Context: an optimization exercise on an open-source flow, tuned for small area, a short achievable clock period and few clock cycles per item. The choices shown serve that exercise and are no tape-out recipe.
The RTL was checked by simulation tests, not by an equivalence proof against the original design.

Setup of exp/lagoon:
Design epoch_seconds_to_civil_date_top, start of the top module:
module epoch_seconds_to_civil_date_top (
	input  logic                                clk,
	input  logic                                arst_n,
	input  logic                                in_valid,
	output logic                                in_ready,
	input  logic signed [e2cd_pkg::SECS_W-1:0]  unix_seconds,
	output logic                                out_valid,
	input  logic                                out_ready,
	output logic signed [e2cd_pkg::YEAR_W-1:0]  year,
	output logic [e2cd_pkg::MONTH_W-1:0]        month,
	output logic [e2cd_pkg::DOM_W-1:0]          day_of_month,
	output logic [e2cd_pkg::WDAY_W-1:0]         weekday
);
clock: 8.5 ns
lec_check: 0
abc_area: 1
cap_margin: 20
core_margin: 2
core_utilization: 65
setup_slack_margin: 3.6
slew_margin: 20
run.sh (not shown) runs the stock make flow with config.mk's settings and CLKGATE_MAP_FILE= SYNTH_SCRIPT=/design/flow/synth_recipe.tcl, a recipe that flattens the netlist after the stock synthesis.
exp/lagoon ran to completion and came out clean on the timing, DRC and antenna checks.
Testbench counts of exp/lagoon, summed over its fixed seeds: cycles 32,048, items 32,000.
The inputs of exp/zinc differ from those of exp/lagoon as listed below.
Settings: changing CORE_UTILIZATION from 65 to 55.
[summary]
Compared to exp/lagoon, exp/zinc has growth of design area from synthesis to finish 1.3 points higher. On first-pass GRT wire length, exp/lagoon beats exp/zinc. Y dimension of the die of exp/zinc exceeds that of exp/lagoon by a little under 10%. The end-of-flow core utilization number comes out higher for exp/lagoon vs exp/zinc.
Setup changes, exp/zinc to exp/ember
Settings: setting CTS_BUF_LIST to sky130_fd_sc_hd__clkbuf_4 for the first time.
Notes after the runs:
exp/ember vs exp/zinc: antenna cell count up in exp/ember
Sort exp/ember and exp/zinc by minimum period implied by the final worst setup slack, ascending, and exp/zinc comes first.
Against exp/zinc, layout clock buffer count in exp/ember rose by more than 100%.
exp/zinc has a higher biggest fanout along the worst timing path than exp/ember.
Required time of the critical path in exp/ember is 0.23 ns higher than in exp/zinc
The inputs of exp/yarrow differ from those of exp/ember as listed below.
Settings: swapping sky130_fd_sc_hd__clkbuf_4 for sky130_fd_sc_hd__clkbuf_8 in CTS_BUF_LIST.
### Flow results
Comparing exp/yarrow and exp/ember, final setup slack of the worst path is lower on exp/ember.
Detailed-routed wire length on met2 in exp/yarrow vs exp/ember: up 0.53%
Between exp/ember and exp/yarrow, the routed wire length figures differ only marginally.
exp/ember → exp/yarrow: critical path depth decreased 4; net total in the final layout -0.34%; synthesis-to-layout area growth up 0.93 points.
Changes observed in exp/yarrow relative to exp/ember: area share of and/or/nand/nor cells after synthesis about even.

---

## alpha
epoch_seconds_to_civil_date_top again, from the RTL that the note above started with.
==> flow/config.mk <==
export PLATFORM = sky130hd
export DESIGN_NAME = epoch_seconds_to_civil_date_top
export DESIGN_NICKNAME = epoch_seconds_to_civil_date_top
export VERILOG_FILES = /design/flow/design.v
export SDC_FILE = /design/flow/constraint.sdc
export NUM_CORES = 4
export LEC_CHECK = 0
export ABC_AREA = 1
export CAP_MARGIN = 0
export CORE_MARGIN = 2
export CORE_UTILIZATION = 55
export SETUP_SLACK_MARGIN = 3.6
export SLEW_MARGIN = 0
==> flow/constraint.sdc <==
create_clock -name core_clock -period 8.5 [get_ports {clk}]
set_input_delay 1.7000 -clock core_clock [delete_from_list [all_inputs] [get_ports {clk}]]
set_output_delay 1.7000 -clock core_clock [all_outputs]
set_load 0.01 [all_outputs]
alpha: no failed stages, no open violations at the end
Testbench counts of alpha, summed over its fixed seeds: cycles 32,048, items 32,000.
For beta, these inputs were changed with respect to alpha:
# alpha
export LEC_CHECK = 0
export ABC_AREA = 1
export CAP_MARGIN = 0
export CORE_MARGIN = 2
export CORE_UTILIZATION = 55
export SETUP_SLACK_MARGIN = 3.6
export SLEW_MARGIN = 0
create_clock -name core_clock -period 8.5 [get_ports {clk}]
# beta
export LEC_CHECK = 0
export ABC_AREA = 1
export CAP_MARGIN = 20
export CORE_MARGIN = 2
export CORE_UTILIZATION = 45
export SETUP_SLACK_MARGIN = 3.6
export SLEW_MARGIN = 20
create_clock -name core_clock -period 8.5 [get_ports {clk}]
### Flow results
- Summary of beta over alpha: signed area change from the synthesized netlist to the final layout increased by 0.49 points relative to the old numbers, wire length -0.54%, global-route wire length before repair dropped 1100 µm, number of buffers and inverters on the critical path -3.
- Final area in beta vs alpha: up 0.42%
- beta vs. alpha: maximum fanout encountered on the critical timing path saw a decrease, actual transition at the worst max-transition pin climbed 0.13 ns, final critical-path setup slack decreased by 0.011 ns relative to the old numbers.
--- input diff beta..gamma ---
# beta
export LEC_CHECK = 0
export ABC_AREA = 1
export CAP_MARGIN = 20
export CORE_MARGIN = 2
export CORE_UTILIZATION = 45
export SETUP_SLACK_MARGIN = 3.6
export SLEW_MARGIN = 20
create_clock -name core_clock -period 8.5 [get_ports {clk}]
# gamma
export LEC_CHECK = 0
export ABC_AREA = 1
export CAP_MARGIN = 20
export CORE_MARGIN = 2
export CORE_UTILIZATION = 55
export GPL_ROUTABILITY_DRIVEN = 0
export SETUP_SLACK_MARGIN = 3.6
export SLEW_MARGIN = 20
create_clock -name core_clock -period 8.5 [get_ports {clk}]
[summary]
- Going from beta to gamma, the ratio of final minimum period to clock period was found to have gone up by 0.62 points.
- Met2 wire length, gamma vs beta: down by a little under 10%
- Summary of gamma over beta: wire length lower.
- Compared with beta, in gamma area added between synthesis and finish now smaller; worst setup slack fell 0.053 ns; total global-route track usage +4.3 points.
- Density: gamma denser than beta
#### Input delta (delta over gamma)
# gamma
export LEC_CHECK = 0
export ABC_AREA = 1
export CAP_MARGIN = 20
export CORE_MARGIN = 2
export CORE_UTILIZATION = 55
export GPL_ROUTABILITY_DRIVEN = 0
export SETUP_SLACK_MARGIN = 3.6
export SLEW_MARGIN = 20
create_clock -name core_clock -period 8.5 [get_ports {clk}]
# delta
export LEC_CHECK = 0
export ABC_AREA = 1
export CAP_MARGIN = 20
export CORE_MARGIN = 2
export CORE_UTILIZATION = 50
export SETUP_SLACK_MARGIN = 3.6
export SLEW_MARGIN = 20
create_clock -name core_clock -period 8.5 [get_ports {clk}]
==> run summary <==
- Required time of the critical path on delta is down relative to gamma.
- Clock distribution area overhead in the final layout across delta and gamma: no real change.
- | final worst slack | gamma vs delta | ≈ equal |

---

Setup of wip/umber:
epoch_seconds_to_civil_date_top, a different RTL version from the one above (not shown whole).
Size: about 2700 cells after synthesis, roughly 250 flip-flops, ~0.027 sq mm of cells after synthesis.
clock: 8.5 ns
lec_check: 0
abc_area: 1
cap_margin: 20
core_margin: 2
core_utilization: 45
setup_slack_margin: 4.4
slew_margin: 20
wip/umber ended with every stage complete and zero timing, DRC or antenna violations.
Testbench counts of wip/umber, summed over its fixed seeds: cycles 32,048, items 32,000.
Setup changes, wip/umber to wip/onyx
Settings: clearing ABC_AREA, which used to be 1; swapping 45 for 60 in CORE_UTILIZATION; swapping 4.4 for 3.0 in SETUP_SLACK_MARGIN.
Findings:
- Going from wip/umber to wip/onyx, the data required time at the worst endpoint was found to have gone up by 0.05 ns.
- The number of well-tap cells placed in wip/umber is 1.3 times that in wip/onyx.
- Re number of distinct library cell variants in the gate-level netlist after synthesis: wip/onyx is 11 up on wip/umber.
- [compare] base=wip/umber new=wip/onyx: total cell area at the placement stage now sits lower, net count of the finished layout shows a reduction of 622.
- Final area is higher on wip/umber
- [compare] base=wip/umber new=wip/onyx: met3 global-route usage up 0.77 points; worst hold slack across all endpoints up 0.0069 ns.
- In wip/onyx, simple-gate area share of the yosys netlist is lower than in wip/umber.
- Taking wip/onyx over wip/umber, the via density per instance ratio works out to 1.07.
Relative to wip/onyx, the following input files were edited for wip/juniper:
Settings: swapping 3.0 for 3.3 in SETUP_SLACK_MARGIN; swapping 60 for 45 in CORE_UTILIZATION.
[summary]
NOTE non-clock buffer count in the final layout wip/onyx->wip/juniper increased by more than half. In wip/juniper relative to wip/onyx, wire length of the first global-routing pass had gone up by a few percent. Sort wip/juniper and wip/onyx by number of buffers inserted during clock tree synthesis asc -> top: wip/onyx.
The following lists how wip/cedar was set up differently from wip/juniper:
Settings: swapping 3.3 for 3.8 in SETUP_SLACK_MARGIN; putting ABC_AREA at 1 where nothing was set.
- Utilization wip/juniper -> wip/cedar: up
- For number of nets in the layout, dividing the value from wip/juniper by the value from wip/cedar gives 0.869.
- wip/juniper → wip/cedar: first-pass GRT wire length rose 11%; post-synth design cell area rose 0.0013 sq mm; deepest level of the CTS H-tree about even.
- In wip/cedar, area of all placed cells without fillers is higher than in wip/juniper.
- In wip/cedar relative to wip/juniper, synthesized netlist cell count had gone up by more than 10%.
- In terms of worst-case hold slack, wip/cedar and wip/juniper differ only marginally.

---

try-juniper:
Starting RTL as in the previous note.
// epoch_seconds_to_civil_date_top
module epoch_seconds_to_civil_date_top (
	input  logic                                clk,
	input  logic                                arst_n,
	input  logic                                in_valid,
	output logic                                in_ready,
	input  logic signed [e2cd_pkg::SECS_W-1:0]  unix_seconds,
	output logic                                out_valid,
	input  logic                                out_ready,
	output logic signed [e2cd_pkg::YEAR_W-1:0]  year,
	output logic [e2cd_pkg::MONTH_W-1:0]        month,
	output logic [e2cd_pkg::DOM_W-1:0]          day_of_month,
	output logic [e2cd_pkg::WDAY_W-1:0]         weekday
);
	localparam int NV = 5;    
	logic          adv;
	logic [NV-1:0] vld_q;
	logic          ov_q;
	logic [35:0]   out_q;
	assign adv = !ov_q || out_ready;
	assign in_ready = adv;
	logic [40:0] s_0;
	always_ff @(posedge clk) begin
		if (adv) begin
			s_0 <= unix_seconds[47:7];
		end
	end
	logic [14:0] q0_1;
	logic [27:0] ulo_1;
	logic ep_w1;
	logic ep_w2;
	logic ep_w3;
	logic ep_w4;
	logic ep_w5;
	logic ep_w6;
	logic ep_w7;
	logic ep_w8;
	logic ep_w9;
	logic ep_w10;
	logic ep_w11;
	logic ep_w12;
	logic ep_w13;
	logic ep_w14;
	logic ep_w15;
	logic ep_w16;
	logic ep_w17;
	logic ep_w18;
	logic ep_w19;
	logic ep_w20;
	logic ep_w21;
	logic ep_w22;
	logic ep_w23;
	logic ep_w24;
	logic ep_w25;
	logic ep_w26;
	logic ep_w27;
	logic ep_w28;
	logic ep_w29;
	logic ep_w30;
	logic ep_w31;
	logic ep_w32;
	logic ep_w33;
	logic ep_w34;
	logic ep_w35;
	logic ep_w36;
	logic ep_w37;
	logic ep_w38;
	logic ep_w39;
	logic ep_w40;
	logic ep_w41;
	logic ep_w42;
	logic ep_w43;
	logic ep_w44;
	logic ep_w45;
	logic ep_w46;
	logic ep_w47;
	logic ep_w48;
	logic ep_w49;
	logic ep_w50;
	logic ep_w51;
	logic ep_w52;
	logic ep_w53;
	logic ep_w54;
	logic ep_w55;
	logic ep_w56;
	logic ep_w57;
	logic ep_w58;
	logic ep_w59;
	logic ep_w60;
	logic ep_w61;
	logic ep_w62;
	logic ep_w63;
	logic ep_w64;
	logic ep_w65;
	logic ep_w66;
	logic ep_w67;
	logic ep_w68;
  ...
export LEC_CHECK = 0
export ABC_AREA = 1
export CAP_MARGIN = 20
export CORE_MARGIN = 2
export CORE_UTILIZATION = 55
export SETUP_SLACK_MARGIN = 3.6
export SLEW_MARGIN = 20
create_clock -name core_clock -period 8.5 [get_ports {clk}]
try-juniper: full flow OK, the timing, DRC and antenna checks passed
Testbench counts of try-juniper, summed over its fixed seeds: cycles 32,048, items 32,000.
The following lists how try-zinc was set up differently from try-juniper:
- SETUP_SLACK_MARGIN: 3.6 -> 3.0
- ABC_AREA: 1 -> unset
- CORE_UTILIZATION: 55 -> 45
--- outcome ---
Relative to try-juniper, proportion of synthesized area in mux cells has increased by 0.38 points in try-zinc.
try-zinc: global-route usage lower than try-juniper
For share of final-layout standard cells stronger than drive strength 1, try-zinc and try-juniper come out practically identical.
Delta (try-zinc minus try-juniper): number of optimization iterations in the first detailed-route pass was more or less identical.
Final critical-path setup slack: try-zinc worse than try-juniper
Core utilization ends up higher on try-juniper.
try-zinc vs try-juniper on number of buffers added for setup after CTS: try-zinc is the higher one.
Inputs modified between try-zinc and try-yarrow:
- putting ABC_AREA at 1 where nothing was set
- swapping 3.0 for 4.0 in SETUP_SLACK_MARGIN
try-yarrow vs try-zinc — combined area of all synthesized cells climbed by a few percent
try-yarrow against try-zinc: relative slew slack moved down; overall fraction of global-route tracks in use moved up.
Compared with try-zinc, try-yarrow has extra setup slack.
[compare] base=try-zinc new=try-yarrow: width of the die now larger; number of global-route vias before repair now larger.
Taking try-yarrow over try-zinc, the overall routed net length ratio works out to 1.2.
Fmax: try-yarrow above try-zinc
Compared with try-zinc, in try-yarrow synthesis-to-finish area growth saw an increase, share of the final layout cell area in sequential cells saw a decrease.
Input-level comparison between try-garnet and try-yarrow:
- swapping 4.0 for 3.4 in SETUP_SLACK_MARGIN
==> comparison <==
try-garnet finished every step from synthesis to the final layout, and the layout passed the timing, DRC and antenna checks. On first-iteration DRC count, try-garnet does better than try-yarrow. Of the two values seen for end point of the critical path, out_q[30] was produced by try-yarrow and n_3[8] by try-garnet. The overall fraction of global-route tracks in use in try-garnet was lower than what try-yarrow gave. Met2 wire length, try-garnet vs try-yarrow: down by a few percent.

## re-timing with driven ports
The flow's constraints put no driver on any port. The routed layouts listed below were extracted and timed again, unchanged, in two steps. Step 1 assumes that a clkbuf_16 drives the clock port and a buf_2 every other input. Step 2 moves the port delays by t, midway between the first and last clock arrival at a register: inputs arrive t later, outputs are due t later. That takes back most of the time a late clock gives input paths. Three values: ideal ports, drivers, drivers and shift; two values: the first two.
| run | shift t [ns] | setup WS [ns] | hold slack, ns | slew at the worst register clock pin (ns) | worst data-port slew with drivers (ns) |
|---|---|---|---|---|---|
| exp/lagoon | 0.629 | 3.623 / 3.623 / 3.623 | 0.413 / 0.413 / 0.413 | 0.08 / 0.08 | 0.05 |
| exp/zinc | 0.633 | 3.719 / 3.719 / 3.719 | 0.414 / 0.414 / 0.414 | 0.07 / 0.07 | 0.05 |
| exp/ember | 0.859 | 3.661 / 3.661 / 3.661 | 0.410 / 0.410 / 0.410 | 0.09 / 0.09 | 0.04 |
| exp/yarrow | 0.681 | 3.665 / 3.665 / 3.665 | 0.408 / 0.408 / 0.408 | 0.07 / 0.07 | 0.04 |
| alpha | 0.633 | 3.719 / 3.719 / 3.719 | 0.414 / 0.414 / 0.414 | 0.07 / 0.07 | 0.05 |
| beta | 0.629 | 3.708 / 3.708 / 3.708 | 0.412 / 0.412 / 0.412 | 0.07 / 0.07 | 0.04 |
| gamma | 0.632 | 3.655 / 3.639 / 3.639 | 0.402 / 0.402 / 0.402 | 0.07 / 0.07 | 0.04 |
| delta | 0.633 | 3.656 / 3.630 / 3.630 | 0.397 / 0.397 / 0.397 | 0.08 / 0.08 | 0.05 |
| wip/umber | 0.591 | 3.606 / 3.606 / 3.606 | 0.410 / 0.410 / 0.410 | 0.06 / 0.06 | 0.05 |
| wip/onyx | 0.623 | 3.006 / 3.006 / 3.006 | 0.417 / 0.417 / 0.417 | 0.06 / 0.06 | 0.04 |
| wip/juniper | 0.646 | 3.155 / 3.155 / 3.155 | 0.414 / 0.414 / 0.414 | 0.06 / 0.06 | 0.04 |
| wip/cedar | 0.646 | 3.679 / 3.679 / 3.679 | 0.416 / 0.416 / 0.416 | 0.07 / 0.07 | 0.04 |
| try-juniper | 0.651 | 3.668 / 3.656 / 3.656 | 0.414 / 0.414 / 0.414 | 0.06 / 0.06 | 0.04 |
| try-zinc | 0.637 | 3.033 / 3.033 / 3.033 | 0.416 / 0.416 / 0.416 | 0.06 / 0.06 | 0.04 |
| try-yarrow | 0.641 | 3.590 / 3.590 / 3.590 | 0.407 / 0.407 / 0.407 | 0.06 / 0.06 | 0.04 |
| try-garnet | 0.643 | 3.592 / 3.574 / 3.574 | 0.417 / 0.417 / 0.417 | 0.07 / 0.07 | 0.04 |
After both steps setup and hold are still met in every run listed. For delta, which loses most, drivers alone change the setup slack by -0.026 ns; drivers and shift together by -0.026 ns.
